This design comes from an exercise in tuning for small area, a short achievable clock period and few clock cycles per item on the open sky130 flow, not from production work. Where RTL was checked, it was by simulation tests only, not by an equivalence proof against the original. Power and IR drop assume default switching activity.

## run A
==> flow/design.v (excerpt) <==
module mmu_top (
  input  logic        clk_i,
  input  logic        rst_ni,
  input  logic        enable_translation_i,
  input  logic        flush_tlb_i,
  input  logic [43:0] satp_ppn_i,
  input  logic [1:0]  priv_lvl_i,
  input  logic [1:0]  ld_st_priv_lvl_i,
  input  logic        sum_i,
  input  logic        fetch_req_i,
  input  logic [38:0] fetch_vaddr_i,
  output logic        fetch_valid_o,
  output logic [55:0] fetch_paddr_o,
  output logic [68:0] fetch_exc_o,
  input  logic        lsu_req_i,
  input  logic        lsu_is_store_i,
  input  logic [38:0] lsu_vaddr_i,
  output logic        lsu_dtlb_hit_o,
  output logic [43:0] lsu_dtlb_ppn_o,
  output logic        lsu_valid_o,
  output logic [55:0] lsu_paddr_o,
  output logic [68:0] lsu_exc_o,
  output logic        mem_req_o,
  output logic [55:0] mem_addr_o,
  input  logic        mem_rvalid_i,
  input  logic [63:0] mem_rdata_i
);
  logic en;
  assign en = enable_translation_i;
  logic        t_v, t_id, t_k1, t_k0, t_fok, t_lok, t_sok;
  logic [26:0] t_vpn;
  logic [43:0] t_ppn;
  logic [26:0] f_vpn, l_vpn;
  logic        f_hit, l_hit;
  assign f_vpn = fetch_vaddr_i[38:12];
  assign l_vpn = lsu_vaddr_i[38:12];
  assign f_hit = t_v && (t_vpn[26:18] == f_vpn[26:18])
                 && (t_k1 || (t_vpn[17:9] == f_vpn[17:9]))
                 && (t_k0 || (t_vpn[8:0] == f_vpn[8:0]));
  assign l_hit = t_v && (t_vpn[26:18] == l_vpn[26:18])
                 && (t_k1 || (t_vpn[17:9] == l_vpn[17:9]))
                 && (t_k0 || (t_vpn[8:0] == l_vpn[8:0]));
  ...
Size in the first run: roughly 1200 cells after synthesis, about 84 flip-flops, about 550 I/O pins, roughly 7700 um2 of cells after synthesis.
==> flow/config.mk <==
export PLATFORM = sky130hd
export DESIGN_NAME = mmu_top
export DESIGN_NICKNAME = mmu_top
export VERILOG_FILES = /design/flow/design.v
export SDC_FILE = /design/flow/constraint.sdc
export NUM_CORES = 4
export LEC_CHECK = 0
export ABC_AREA = 1
export CAP_MARGIN = 20
export CORE_AREA = 2 2 193 193
export CTS_BUF_LIST = sky130_fd_sc_hd__clkbuf_8
export DIE_AREA = 0 0 195 195
export SETUP_SLACK_MARGIN = 3.9
export SLEW_MARGIN = 20
export TNS_END_PERCENT = 5
==> flow/constraint.sdc <==
create_clock -name core_clock -period 8.5 [get_ports {clk_i}]
set_input_delay 1.7000 -clock core_clock [delete_from_list [all_inputs] [get_ports {clk_i}]]
set_output_delay 1.7000 -clock core_clock [all_outputs]
set_load 0.01 [all_outputs]
standard.sh (not shown) runs the stock make flow with config.mk's settings and CLKGATE_MAP_FILE= SYNTH_SCRIPT=/design/flow/synth_recipe.tcl, a recipe that flattens the netlist after the stock synthesis.
==> flow/flow/run.sh <==
#!/bin/bash
# The standard layout, with the port buffers made from the smallest
# buffer cell instead of the delay cell buffer_ports picks by default, and
# the constant outputs left on synthesis's shared tie cells.
set -euo pipefail
export BUFFER_PORTS_ARGS="-buffer_cell sky130_fd_sc_hd__buf_1"
export SKIP_REPAIR_TIE_FANOUT=1
bash standard.sh finish > standard_flow.log 2>&1
Testbench counts of run A, summed over its fixed seeds: cycles 85,496, items 23,040.
#### Input delta (run B over run A)
- CORE_AREA changed from 2 2 193 193 to 2 2 188 188
- CTS_CLUSTER_SIZE newly set to 30
- CTS_BUF_LIST changed from sky130_fd_sc_hd__clkbuf_8 to sky130_fd_sc_hd__clkbuf_16
- CTS_CLUSTER_DIAMETER newly set to 150
- SETUP_SLACK_MARGIN changed from 3.9 to 3.6
- DIE_AREA changed from 0 0 195 195 to 0 0 190 190
Notes after the runs:
NOTE standard cell core area run A->run B decreased by a few percent
Against run A as the reference, run B delivers a higher power share of the clock group.
Run A ended up with nor2_2 as its cell with the largest stage delay on the worst path; run B ended up with nor2_4.
STATUS first-iteration DRC count: run B wins against run A
Comparing number of non-filler instances in the completed layout for run B and run A, the smaller number came from run B.
Compared with run A, in run B share of the final layout cell area in sequential cells picked up an extra 1.8 points; number of global-route vias before repair lost 408; initial antenna violation count shrank by 2; utilization moved down.
Edits applied to the flow inputs when going from run B to run C:
- changing SETUP_SLACK_MARGIN from 3.6 to 4.2
- changing CORE_AREA from 2 2 188 188 to 2 2 193 193
- removing ABC_AREA (formerly 1)
- changing CTS_BUF_LIST from sky130_fd_sc_hd__clkbuf_16 to sky130_fd_sc_hd__clkbuf_8
- changing DIE_AREA from 0 0 190 190 to 0 0 195 195
- removing CTS_CLUSTER_DIAMETER (formerly 150)
- removing CTS_CLUSTER_SIZE (formerly 30)
- setting ABC_CLOCK_PERIOD_IN_PS to 2000 for the first time
Results
In run C the share of the core filled with cells turned out 0.56 points lower than in run B. Adder and majority cell fraction of the synthesized area delta (run B -> run C): insignificant. In the reports for run B and run C, the larger worst-case register-to-register setup slack belongs to run B.

== wip/zinc ==
mmu_top again, from the RTL that the note above started with.
export LEC_CHECK = 0
export CAP_MARGIN = 20
export CORE_AREA = 2 2 193 193
export CTS_BUF_LIST = sky130_fd_sc_hd__clkbuf_8
export DIE_AREA = 0 0 195 195
export SETUP_SLACK_MARGIN = 5
export SLEW_MARGIN = 20
export TNS_END_PERCENT = 2
create_clock -name core_clock -period 8.5 [get_ports {clk_i}]
==> flow/flow/run.sh <==
#!/bin/bash
# The standard layout, with the port buffers made from the smallest
# buffer cell instead of the delay cell buffer_ports picks by default.
set -euo pipefail
export BUFFER_PORTS_ARGS="-buffer_cell sky130_fd_sc_hd__buf_1"
bash standard.sh finish > standard_flow.log 2>&1
Testbench counts of wip/zinc, summed over its fixed seeds: cycles 85,496, items 23,040.
--- input diff wip/zinc..wip/sierra ---
Settings: GPL_ROUTABILITY_DRIVEN: unset -> 0; TNS_END_PERCENT: 2 -> 5; SETUP_SLACK_MARGIN: 5 -> 3.6; CORE_AREA: 2 2 193 193 -> 2 2 188 188; ABC_AREA: unset -> 1; DIE_AREA: 0 0 195 195 -> 0 0 190 190.
--- a/flow/flow/run.sh
+++ b/flow/flow/run.sh
@@ -3 +3,2 @@
-# buffer cell instead of the delay cell buffer_ports picks by default.
+# buffer cell instead of the delay cell buffer_ports picks by default, and
+# the constant outputs left on synthesis's shared tie cells.
@@ -5,0 +7 @@
+export SKIP_REPAIR_TIE_FANOUT=1
### Flow results
For wip/zinc, the termination of the worst setup path was mem_req_o, unlike wip/sierra, where it was lsu_valid_o.
The sequential power share of wip/sierra exceeds that of wip/zinc by 3.4 points.
wip/sierra vs wip/zinc, total leakage power went down by 11%.
Internal portion of total power, wip/sierra vs wip/zinc: down by a little under 10%
Between wip/sierra and wip/zinc, it is wip/sierra whose per-cell via count in the routed design is higher, by 3.1%.
Input changes introduced in wip/willow (baseline for comparison: wip/sierra):
Settings: SETUP_SLACK_MARGIN now 3.3, was 3.6; GPL_ROUTABILITY_DRIVEN no longer set, was 0; DIE_AREA now 0 0 195 195, was 0 0 190 190; CORE_AREA now 2 2 193 193, was 2 2 188 188.
Results
Compared with wip/sierra, in wip/willow clock-buffer cell count now sits higher, number of well taps climbed 6.
From wip/sierra to wip/willow the numbers moved as follows: internal power component decreased by about 8% relative to the old numbers, maximum frequency from static timing analysis lost about 5%, layout overhead on the synthesized area shrank by 1.8 points.
Final routed wirelength across all metal layers grows slightly when moving from wip/sierra to wip/willow.
Input changes introduced in wip/tundra (baseline for comparison: wip/willow):
Settings: TNS_END_PERCENT now 10, was 5; SETUP_SLACK_MARGIN now 3.6, was 3.3; ABC_AREA no longer set, was 1.
--- a/flow/flow/run.sh
+++ b/flow/flow/run.sh
@@ -3,2 +3 @@
-# buffer cell instead of the delay cell buffer_ports picks by default, and
-# the constant outputs left on synthesis's shared tie cells.
+# buffer cell instead of the delay cell buffer_ports picks by default.
@@ -7 +5,0 @@
-export SKIP_REPAIR_TIE_FANOUT=1
wip/tundra reached the end of the flow, and the finished layout is clean on the timing, design-rule and antenna checks. Setup slack: wip/tundra less than wip/willow. Compared with wip/willow, in wip/tundra power drawn by the clock network grew by 24%, global-route usage shrank by 0.40 points, layout overhead on the synthesized area grew by 13 points. Measured against each other, wip/willow and wip/tundra differ in half-perimeter wire length after detailed placement, the lower figure coming from wip/tundra. On wip/tundra: leakage dissipation is about 14% higher than what wip/willow gave.

Another version of the RTL of mmu_top (not shown whole).
Size: ~720 cells after synthesis, roughly 550 I/O pins.
Design mmu_top, start of the top module:
module mmu_top (
  input  logic        clk_i,
  input  logic        rst_ni,
  input  logic        enable_translation_i,
  input  logic        flush_tlb_i,
  input  logic [43:0] satp_ppn_i,
  input  logic [1:0]  priv_lvl_i,
  input  logic [1:0]  ld_st_priv_lvl_i,
  input  logic        sum_i,
  input  logic        fetch_req_i,
  input  logic [38:0] fetch_vaddr_i,
  output logic        fetch_valid_o,
  output logic [55:0] fetch_paddr_o,
  output logic [68:0] fetch_exc_o,
  input  logic        lsu_req_i,
  input  logic        lsu_is_store_i,
  input  logic [38:0] lsu_vaddr_i,
  output logic        lsu_dtlb_hit_o,
  output logic [43:0] lsu_dtlb_ppn_o,
  output logic        lsu_valid_o,
  output logic [55:0] lsu_paddr_o,
  output logic [68:0] lsu_exc_o,
  output logic        mem_req_o,
  output logic [55:0] mem_addr_o,
  input  logic        mem_rvalid_i,
  input  logic [63:0] mem_rdata_i
);
  logic en;
  ...
==> flow/config.mk <==
export PLATFORM = sky130hd
export DESIGN_NAME = mmu_top
export DESIGN_NICKNAME = mmu_top
export VERILOG_FILES = /design/flow/design.v
export SDC_FILE = /design/flow/constraint.sdc
export NUM_CORES = 4
export LEC_CHECK = 0
export CAP_MARGIN = 20
export CORE_AREA = 2 2 193 193
export CTS_BUF_LIST = sky130_fd_sc_hd__clkbuf_8
export DIE_AREA = 0 0 195 195
export SETUP_SLACK_MARGIN = 2.5
export SLEW_MARGIN = 20
==> flow/constraint.sdc <==
create_clock -name core_clock -period 8.5 [get_ports {clk_i}]
set_input_delay 1.7000 -clock core_clock [delete_from_list [all_inputs] [get_ports {clk_i}]]
set_output_delay 1.7000 -clock core_clock [all_outputs]
set_load 0.01 [all_outputs]
==> flow/flow/run.sh <==
#!/bin/bash
# The standard layout, with the port buffers made from the smallest
# buffer cell instead of the delay cell buffer_ports picks by default.
set -euo pipefail
export BUFFER_PORTS_ARGS="-buffer_cell sky130_fd_sc_hd__buf_1"
bash standard.sh finish > standard_flow.log 2>&1
Rerun with:
SETUP_SLACK_MARGIN = 3.2   (was 2.5)
The new run completed without violations; worst setup slack is better by 440 ps; sequential power barely changes; final area rose by 5.1%; sequential cell count does not change; area after synthesis stays the same; cell count climbs by 1.1%; sequential share of layout area goes down by 1.5 points.
No run of this note included a check of the RTL's function; only the layout flow was run.

RTL: one of the versions met above, not the one the previous note started from.
Size: about 84 flip-flops.
clock: 8.5 ns
lec_check: 0
cap_margin: 20
core_area: 2 2 193 193
cts_buf_list: sky130_fd_sc_hd__clkbuf_8
die_area: 0 0 195 195
setup_slack_margin: 3.8
slew_margin: 20
Scripts as last shown in full above: flow/flow/run.sh
The first run completed without violations.
Testbench counts at the start, summed over its fixed seeds: cycles 85,496, items 23,040.
==> next run, changes <==
==> flow/flow/run.sh (replaced) <==
#!/bin/bash
# The standard layout, with the port buffers made from the smallest
# buffer cell instead of the delay cell buffer_ports picks by default, and
# the constant outputs left on synthesis's shared tie cells.
set -euo pipefail
export BUFFER_PORTS_ARGS="-buffer_cell sky130_fd_sc_hd__buf_1"
export SKIP_REPAIR_TIE_FANOUT=1
bash standard.sh finish > standard_flow.log 2>&1
ABC_AREA = 1   (was unset)
CORE_AREA = 2 2 188 188   (was 2 2 193 193)
DIE_AREA = 0 0 190 190   (was 0 0 195 195)
PLACE_DENSITY = 0.4   (was unset)
SETUP_SLACK_MARGIN = 3.6   (was 3.8)
TNS_END_PERCENT = 5   (was unset)
What happened: The new run passed the timing, design-rule and antenna checks; maximum frequency rose by 5.1%; wire length falls by 7.3%; final cell count goes up by 12%; design area shrinks by about 13%; die area goes down by about 5%; synthesized cell count climbs by about 40%; via count goes up by about 11%; area after synthesis rises by about 3.4%.
==> next run, changes <==
PLACE_DENSITY = 0.85   (was 0.4)
Outcome: Sequential cell count stays the same; clock-buffer cell count does not change; final area increases by about 1.1%.
==> next run, changes <==
CORE_AREA = 2 2 193 193   (was 2 2 188 188)
DIE_AREA = 0 0 195 195   (was 0 0 190 190)
PLACE_DENSITY = unset   (was 0.85)
- worst setup slack gains 0.029 ns
- core utilization shrinks by 1.4 points
- wire length went down by 3.9%
- total power fell by 3.0%
- cell count hardly moves
==> next run, changes <==
SETUP_SLACK_MARGIN = 4.6   (was 3.6)
Result: The changed run completed without violations; sequential share of layout area went down by 4.2 points; via count went up by a few percent; clock skew grows by 0.0043 ns; total power climbs by roughly a tenth; worst hold slack hardly moves; worst setup slack is better by 0.27 ns; register-to-register slack degrades by 1.0 ns; combinational power is higher by a quarter to a third; synthesized cell count stays the same; area after synthesis stays the same; clock-buffer cell count decreases by 1.

The RTL this note starts from:
==> flow/design.v <==
package mmu_pkg;
  typedef logic [39-1:0]    vaddr_t;
  typedef logic [56-1:0]    paddr_t;
  typedef logic [44-1:0]    ppn_t;
  typedef logic [39-13:0]   vpn_t;
  typedef enum logic [1:0] {
    PRIV_LVL_U = 2'b00,
    PRIV_LVL_S = 2'b01,
    PRIV_LVL_M = 2'b11
  } priv_lvl_t;
  typedef struct packed {
    logic [9:0] rsvd;
    ppn_t       ppn;
    logic [1:0] rsw;
    logic       d;
    logic       a;
    logic       g;
    logic       u;
    logic       x;
    logic       w;
    logic       r;
    logic       v;
  } pte_t;
  typedef struct packed {
    logic valid;
    vpn_t vpn;
    pte_t pte;
    logic is_2m;
    logic is_1g;
  } tlb_entry_t;
  typedef struct packed {
    logic hit;
    pte_t pte;
    logic is_2m;
    logic is_1g;
  } tlb_rsp_t;
  typedef enum logic [3:0] {
    EXC_INSTR_ACCESS_FAULT = 4'd1,
    EXC_INSTR_PAGE_FAULT   = 4'd12,
    EXC_LOAD_PAGE_FAULT    = 4'd13,
    EXC_STORE_PAGE_FAULT   = 4'd15
  } exc_cause_t;
  typedef struct packed {
    logic        valid;
    exc_cause_t  cause;
    logic [63:0] tval;
  } exc_t;
  typedef struct packed {
    logic   valid;
    vaddr_t vaddr;
  } walk_req_t;
  typedef struct packed {
    logic       done;
    logic       error;
    vaddr_t     vaddr;
    tlb_entry_t entry;
  } walk_rsp_t;
  typedef enum logic [1:0] {
    IDLE,
    READ,
    WAIT,
    DONE
  } ptw_state_t;
  function automatic paddr_t merge_paddr(ppn_t ppn, vaddr_t vaddr, logic is_2m, logic is_1g);
    paddr_t paddr;
    paddr = {ppn, vaddr[11:0]};
    if (is_2m) begin
      paddr[20:12] = vaddr[20:12];
    end
    if (is_1g) begin
      paddr[29:12] = vaddr[29:12];
    end
    merge_paddr = paddr;
  endfunction
endpackage
`timescale 1ns/100ps
module mmu_top (
  input  logic        clk_i,
  input  logic        rst_ni,
  input  logic        enable_translation_i,
  input  logic        flush_tlb_i,
  input  logic [43:0] satp_ppn_i,
  input  logic [1:0]  priv_lvl_i,
  input  logic [1:0]  ld_st_priv_lvl_i,
  input  logic        sum_i,
  input  logic        fetch_req_i,
  input  logic [38:0] fetch_vaddr_i,
  output logic        fetch_valid_o,
  output logic [55:0] fetch_paddr_o,
  output logic [68:0] fetch_exc_o,
  input  logic        lsu_req_i,
  input  logic        lsu_is_store_i,
  input  logic [38:0] lsu_vaddr_i,
  output logic        lsu_dtlb_hit_o,
  output logic [43:0] lsu_dtlb_ppn_o,
  output logic        lsu_valid_o,
  output logic [55:0] lsu_paddr_o,
  output logic [68:0] lsu_exc_o,
  output logic        mem_req_o,
  output logic [55:0] mem_addr_o,
  input  logic        mem_rvalid_i,
  input  logic [63:0] mem_rdata_i
);
  logic en;
  assign en = enable_translation_i;
  logic        t_v, t_id, t_k1, t_k0, t_fok, t_lok, t_sok;
  logic [26:0] t_vpn;
  logic [43:0] t_ppn;
  logic [26:0] f_vpn, l_vpn;
  logic        f_hit, l_hit;
  assign f_vpn = fetch_vaddr_i[38:12];
  assign l_vpn = lsu_vaddr_i[38:12];
  assign f_hit = t_v && (t_vpn[26:18] == f_vpn[26:18])
                 && (t_k1 || (t_vpn[17:9] == f_vpn[17:9]))
                 && (t_k0 || (t_vpn[8:0] == f_vpn[8:0]));
  assign l_hit = t_v && (t_vpn[26:18] == l_vpn[26:18])
                 && (t_k1 || (t_vpn[17:9] == l_vpn[17:9]))
                 && (t_k0 || (t_vpn[8:0] == l_vpn[8:0]));
  logic        busy_q;    
  logic        own_q;     
  logic [1:0]  lvl_q;     
  logic        arr, leaf, fault, done, cont, free;
  logic [38:0] w_va;
  logic        rd_v, rd_r, rd_w, rd_x, rd_u, rd_a, rd_d;
  logic [43:0] rd_ppn;
  assign rd_v   = mem_rdata_i[0];
  assign rd_r   = mem_rdata_i[1];
  assign rd_w   = mem_rdata_i[2];
  assign rd_x   = mem_rdata_i[3];
  assign rd_u   = mem_rdata_i[4];
  assign rd_a   = mem_rdata_i[6];
  assign rd_d   = mem_rdata_i[7];
  assign rd_ppn = mem_rdata_i[53:10];
  assign w_va = own_q ? lsu_vaddr_i : fetch_vaddr_i;
  assign leaf = rd_r || rd_x;
  assign arr  = busy_q && mem_rvalid_i;
  assign cont = arr && rd_v && !rd_r && !rd_w && !rd_x && (lvl_q != 2'd0);
  assign done = arr && !cont;
  assign free = !busy_q || done;
  always_comb begin
    fault = !rd_v || (rd_w && !rd_r);
    if (leaf) begin
      if (!rd_a) fault = 1'b1;
      if (lvl_q == 2'd2 && rd_ppn[17:0] != '0) fault = 1'b1;
      if (lvl_q == 2'd1 && rd_ppn[8:0] != '0) fault = 1'b1;
    end else if (lvl_q == 2'd0) begin
      fault = 1'b1;
    end
  end
  logic lv_q, lf_q, fill;
  assign fill    = done && !fault && !flush_tlb_i;
  logic covered;
  assign covered = done && leaf
                   && (fetch_vaddr_i[38:30] == lsu_vaddr_i[38:30])
                   && (lvl_q == 2'd2 || fetch_vaddr_i[29:21] == lsu_vaddr_i[29:21])
                   && (lvl_q != 2'd0 || fetch_vaddr_i[20:12] == lsu_vaddr_i[20:12]);
  logic l_sel, f_sel, l_go, f_go, start, canon;
  assign canon = (fetch_vaddr_i[38] == fetch_vaddr_i[37]);
  assign l_sel = lsu_req_i && en && !lv_q && !lf_q && !(busy_q && own_q);
  assign f_sel = fetch_req_i && en && canon && !(busy_q && !own_q);
  logic l_pri;
  assign l_pri = l_sel;
  assign l_go  = l_pri && !l_hit;
  assign f_go  = !l_pri && f_sel && !f_hit;
  assign start = free && !covered && (l_go || f_go);
  logic [8:0] s_idx, c_idx;
  assign s_idx = l_pri ? lsu_vaddr_i[38:30] : fetch_vaddr_i[38:30];
  assign c_idx = (lvl_q == 2'd2) ? w_va[29:21] : w_va[20:12];
  assign mem_req_o  = cont || start;
  assign mem_addr_o = cont ? {rd_ppn, c_idx, 3'b000} : {satp_ppn_i, s_idx, 3'b000};
  always_ff @(posedge clk_i or negedge rst_ni) begin
    if (!rst_ni) begin
      busy_q <= 1'b0;
    end else begin
      busy_q <= mem_req_o || (busy_q && !mem_rvalid_i);
    end
  end
  always_ff @(posedge clk_i) begin
    if (cont) begin
      lvl_q <= lvl_q - 2'd1;
    end else if (start) begin
      lvl_q <= 2'd2;
      own_q <= l_pri;
    end
  end
  logic        fw, lw;
  logic [43:0] f_ppn, l_ppn;
  logic        fw_flt, lw_flt;
  assign fw    = busy_q && !own_q && mem_rvalid_i;
  assign lw    = busy_q && own_q && mem_rvalid_i;
  assign f_ppn = {t_ppn[43:27],
                  t_ppn[26:18] | (f_vpn[26:18] & {9{t_id}}),
                  t_ppn[17:9]  | (f_vpn[17:9]  & {9{t_k1}}),
                  t_ppn[8:0]   | (f_vpn[8:0]   & {9{t_k0}})};
  assign l_ppn = {t_ppn[43:27],
                  t_ppn[26:18] | (l_vpn[26:18] & {9{t_id}}),
                  t_ppn[17:9]  | (l_vpn[17:9]  & {9{t_k1}}),
                  t_ppn[8:0]   | (l_vpn[8:0]   & {9{t_k0}})};
  logic w_fok, w_lok, w_sok, w_lpriv;
  assign w_fok   = rd_x && !((priv_lvl_i == 2'b00) && !rd_u) && !((priv_lvl_i == 2'b01) && rd_u);
  assign w_lpriv = !((ld_st_priv_lvl_i == 2'b01) && rd_u && !sum_i)
                   && !((ld_st_priv_lvl_i == 2'b00) && !rd_u);
  assign w_lok   = rd_r && w_lpriv;
  assign w_sok   = rd_w && rd_d && w_lpriv;
  assign fw_flt = (fw && fault) || !t_fok;
  assign lw_flt = (lw && fault) || (lsu_is_store_i ? !t_sok : !t_lok);
  assign lsu_dtlb_hit_o     = lsu_req_i && (!en || l_hit);
  assign lsu_dtlb_ppn_o     = l_ppn;
  always_ff @(posedge clk_i or negedge rst_ni) begin
    if (!rst_ni) begin
      lv_q <= 1'b0;
      lf_q <= 1'b0;
    end else begin
      lv_q <= lsu_dtlb_hit_o && !lsu_valid_o && !(fill && !covered);
      lf_q <= fill && own_q;
    end
  end
  assign lsu_valid_o        = lv_q || lf_q || (lw && fault);
  assign lsu_paddr_o        = {l_ppn, lsu_vaddr_i[11:0]};
  assign lsu_exc_o[68]      = en && lw_flt;
  assign lsu_exc_o[67:64]   = lsu_is_store_i ? 4'd15 : 4'd13;
  assign lsu_exc_o[63:0]    = {25'd0, lsu_vaddr_i};
  assign fetch_valid_o      = fetch_req_i && (!en || !canon || f_hit || (fw && fault));
  assign fetch_paddr_o      = {f_ppn, fetch_vaddr_i[11:0]};
  assign fetch_exc_o[68]    = en && (!canon || fw_flt);
  assign fetch_exc_o[67:64] = canon ? 4'd12 : 4'd1;
  assign fetch_exc_o[63:0]  = {25'd0, fetch_vaddr_i};
  always_ff @(posedge clk_i or negedge rst_ni) begin
    if (!rst_ni) begin
      t_v <= 1'b0;
    end else if (flush_tlb_i || !en || (!fetch_req_i && !lsu_req_i)) begin
      t_v <= 1'b0;
    end else if (fill) begin
      t_v <= 1'b1;
    end
  end
  always_ff @(posedge clk_i) begin
    t_id <= !en;
    if (!en) begin
      t_ppn <= '0;
      t_k1  <= 1'b1;
      t_k0  <= 1'b1;
    end else if (fill) begin
      t_ppn <= rd_ppn;
      t_k1  <= (lvl_q == 2'd2);
      t_k0  <= (lvl_q != 2'd0);
    end
    if (fill) begin
      t_vpn <= w_va[38:12];
      t_fok <= w_fok;
      t_lok <= w_lok;
      t_sok <= w_sok;
    end
  end
endmodule
==> flow/config.mk <==
export PLATFORM = sky130hd
export DESIGN_NAME = mmu_top
export DESIGN_NICKNAME = mmu_top
export VERILOG_FILES = /design/flow/design.v
export SDC_FILE = /design/flow/constraint.sdc
export NUM_CORES = 4
export LEC_CHECK = 0
export ABC_AREA = 1
export CAP_MARGIN = 20
export CORE_AREA = 2 2 188 188
export CTS_BUF_LIST = sky130_fd_sc_hd__clkbuf_8
export DIE_AREA = 0 0 190 190
export SETUP_SLACK_MARGIN = 3.7
export SLEW_MARGIN = 20
export TNS_END_PERCENT = 5
==> flow/constraint.sdc <==
create_clock -name core_clock -period 8.5 [get_ports {clk_i}]
set_input_delay 1.7000 -clock core_clock [delete_from_list [all_inputs] [get_ports {clk_i}]]
set_output_delay 1.7000 -clock core_clock [all_outputs]
set_load 0.01 [all_outputs]
==> flow/flow/run.sh <==
#!/bin/bash
# The standard layout, with the port buffers made from the smallest
# buffer cell instead of the delay cell buffer_ports picks by default, and
# the constant outputs left on synthesis's shared tie cells.
set -euo pipefail
export BUFFER_PORTS_ARGS="-buffer_cell sky130_fd_sc_hd__buf_1"
export SKIP_REPAIR_TIE_FANOUT=1
bash standard.sh finish > standard_flow.log 2>&1
Testbench counts at the start, summed over its fixed seeds: cycles 85,496, items 23,040.
Then changed:
--- a/flow/config.mk
+++ b/flow/config.mk
@@ -9,2 +9,4 @@
 export CAP_MARGIN = 20
+export CELL_PAD_IN_SITES_DETAIL_PLACEMENT = 0
+export CELL_PAD_IN_SITES_GLOBAL_PLACEMENT = 0
 export CORE_AREA = 2 2 188 188
@@ -12,3 +14,3 @@
 export DIE_AREA = 0 0 190 190
-export SETUP_SLACK_MARGIN = 3.7
+export SETUP_SLACK_MARGIN = 3.6
 export SLEW_MARGIN = 20
What happened: Synthesized area is unchanged. Routed wire length is lower by 1.4%. Total power is lower by about 1%. Sequential share of layout area is higher by 0.52 points. Critical path depth is higher by 5. Cell area is lower by 2.1%. Synthesized cell count stays the same. First-iteration DRC count is lower by 2.3%.
Then changed:
==> flow/flow/run.sh (replaced) <==
#!/bin/bash
# The standard layout, with the port buffers made from the smallest
# buffer cell instead of the delay cell buffer_ports picks by default.
set -euo pipefail
export BUFFER_PORTS_ARGS="-buffer_cell sky130_fd_sc_hd__buf_1"
bash standard.sh finish > standard_flow.log 2>&1
==> flow/config.mk (replaced) <==
export PLATFORM = sky130hd
export DESIGN_NAME = mmu_top
export DESIGN_NICKNAME = mmu_top
export VERILOG_FILES = /design/flow/design.v
export SDC_FILE = /design/flow/constraint.sdc
export NUM_CORES = 4
export LEC_CHECK = 0
export CAP_MARGIN = 20
export CORE_AREA = 2 2 193 193
export CTS_BUF_LIST = sky130_fd_sc_hd__clkbuf_8
export DIE_AREA = 0 0 195 195
export SETUP_SLACK_MARGIN = 3.4
export SLEW_MARGIN = 20
The changed run finished clean.
Count of clock-buffer cells in the layout is unchanged.
Flip-flop and latch count is unchanged.
Register-to-register slack is worse by 0.38 ns.
Then changed:
==> flow/flow/run.sh (replaced) <==
#!/bin/bash
# The standard layout, with the port buffers made from the smallest
# buffer cell instead of the delay cell buffer_ports picks by default, and
# the constant outputs left on synthesis's shared tie cells.
set -euo pipefail
export BUFFER_PORTS_ARGS="-buffer_cell sky130_fd_sc_hd__buf_1"
export SKIP_REPAIR_TIE_FANOUT=1
bash standard.sh finish > standard_flow.log 2>&1
--- a/flow/config.mk
+++ b/flow/config.mk
@@ -7,7 +7,9 @@
 export LEC_CHECK = 0
+export ABC_AREA = 1
 export CAP_MARGIN = 20
-export CORE_AREA = 2 2 193 193
+export CORE_AREA = 2 2 188 188
 export CTS_BUF_LIST = sky130_fd_sc_hd__clkbuf_8
-export DIE_AREA = 0 0 195 195
-export SETUP_SLACK_MARGIN = 3.4
+export DIE_AREA = 0 0 190 190
+export SETUP_SLACK_MARGIN = 3.5
 export SLEW_MARGIN = 20
+export TNS_END_PERCENT = 5
What happened: Sequential cell count does not change; setup slack improved by 0.26 ns; area after synthesis is higher by 3.4%; non-clock buffer count shrinks by 11; fmax rises by 5.2%; final area went down by 6.2%; total power came out lower by 13%.

[afterwards: timing with drivers on the ports]
Ports are ideal in the flow. The routed layouts listed here were re-timed in OpenROAD.
Step 1 assumes that a clkbuf_16 drives the clock port and a buf_2 every other input.
Step 2 also shifts input and output timing later by t, the mid clock arrival at the registers, as if the neighbouring blocks saw the same clock.
Three values: ideal ports, drivers, drivers and shift; two values: the first two.
run	shift t [ns]	slack for setup (ns)	worst hold slack (ns)	latest minus earliest clock arrival (ns)
run A	0.436	3.821 / 3.748 / 3.748	0.531 / 0.531 / 0.531	0.021 / 0.021
run B	0.399	3.674 / 3.644 / 3.644	0.524 / 0.524 / 0.524	0.010 / 0.011
run C	0.454	3.414 / 3.368 / 3.368	0.542 / 0.542 / 0.542	0.023 / 0.023
wip/zinc	0.453	3.300 / 3.250 / 3.250	0.539 / 0.539 / 0.539	0.012 / 0.012
wip/sierra	0.416	3.640 / 3.617 / 3.617	0.533 / 0.533 / 0.533	0.015 / 0.015
wip/willow	0.433	3.398 / 3.373 / 3.373	0.534 / 0.534 / 0.534	0.021 / 0.021
wip/tundra	0.442	3.342 / 3.319 / 3.319	0.541 / 0.541 / 0.541	0.019 / 0.019
the first run of note 3	0.420	2.730 / 2.705 / 2.705	0.572 / 0.572 / 0.572	0.015 / 0.016
the second run of note 3	0.419	3.174 / 3.139 / 3.139	0.572 / 0.572 / 0.572	0.014 / 0.013
the first run of note 4	0.457	3.421 / 3.380 / 3.142	0.543 / 0.543 / 0.543	0.024 / 0.024
the second run of note 4	0.410	3.668 / 3.646 / 3.646	0.524 / 0.524 / 0.524	0.026 / 0.025
the third run of note 4	0.432	3.555 / 3.533 / 3.533	0.522 / 0.522 / 0.522	0.018 / 0.018
the fourth run of note 4	0.431	3.584 / 3.535 / 3.535	0.530 / 0.530 / 0.530	0.021 / 0.021
the fifth run of note 4	0.427	3.853 / 3.810 / 3.443	0.528 / 0.528 / 0.528	0.024 / 0.024
the first run of note 5	0.418	3.697 / 3.643 / 3.643	0.527 / 0.527 / 0.527	0.015 / 0.015
the second run of note 5	0.418	3.683 / 3.653 / 3.653	0.527 / 0.527 / 0.527	0.016 / 0.016
the third run of note 5	0.443	3.359 / 3.336 / 3.336	0.540 / 0.540 / 0.540	0.020 / 0.021
the fourth run of note 5	0.416	3.615 / 3.562 / 3.562	0.527 / 0.527 / 0.527	0.016 / 0.016
After both steps setup and hold are still met in every run listed. The setup slack of the fifth run of note 4, which loses most, moves by -0.043 ns with the drivers and by -0.410 ns with both steps.
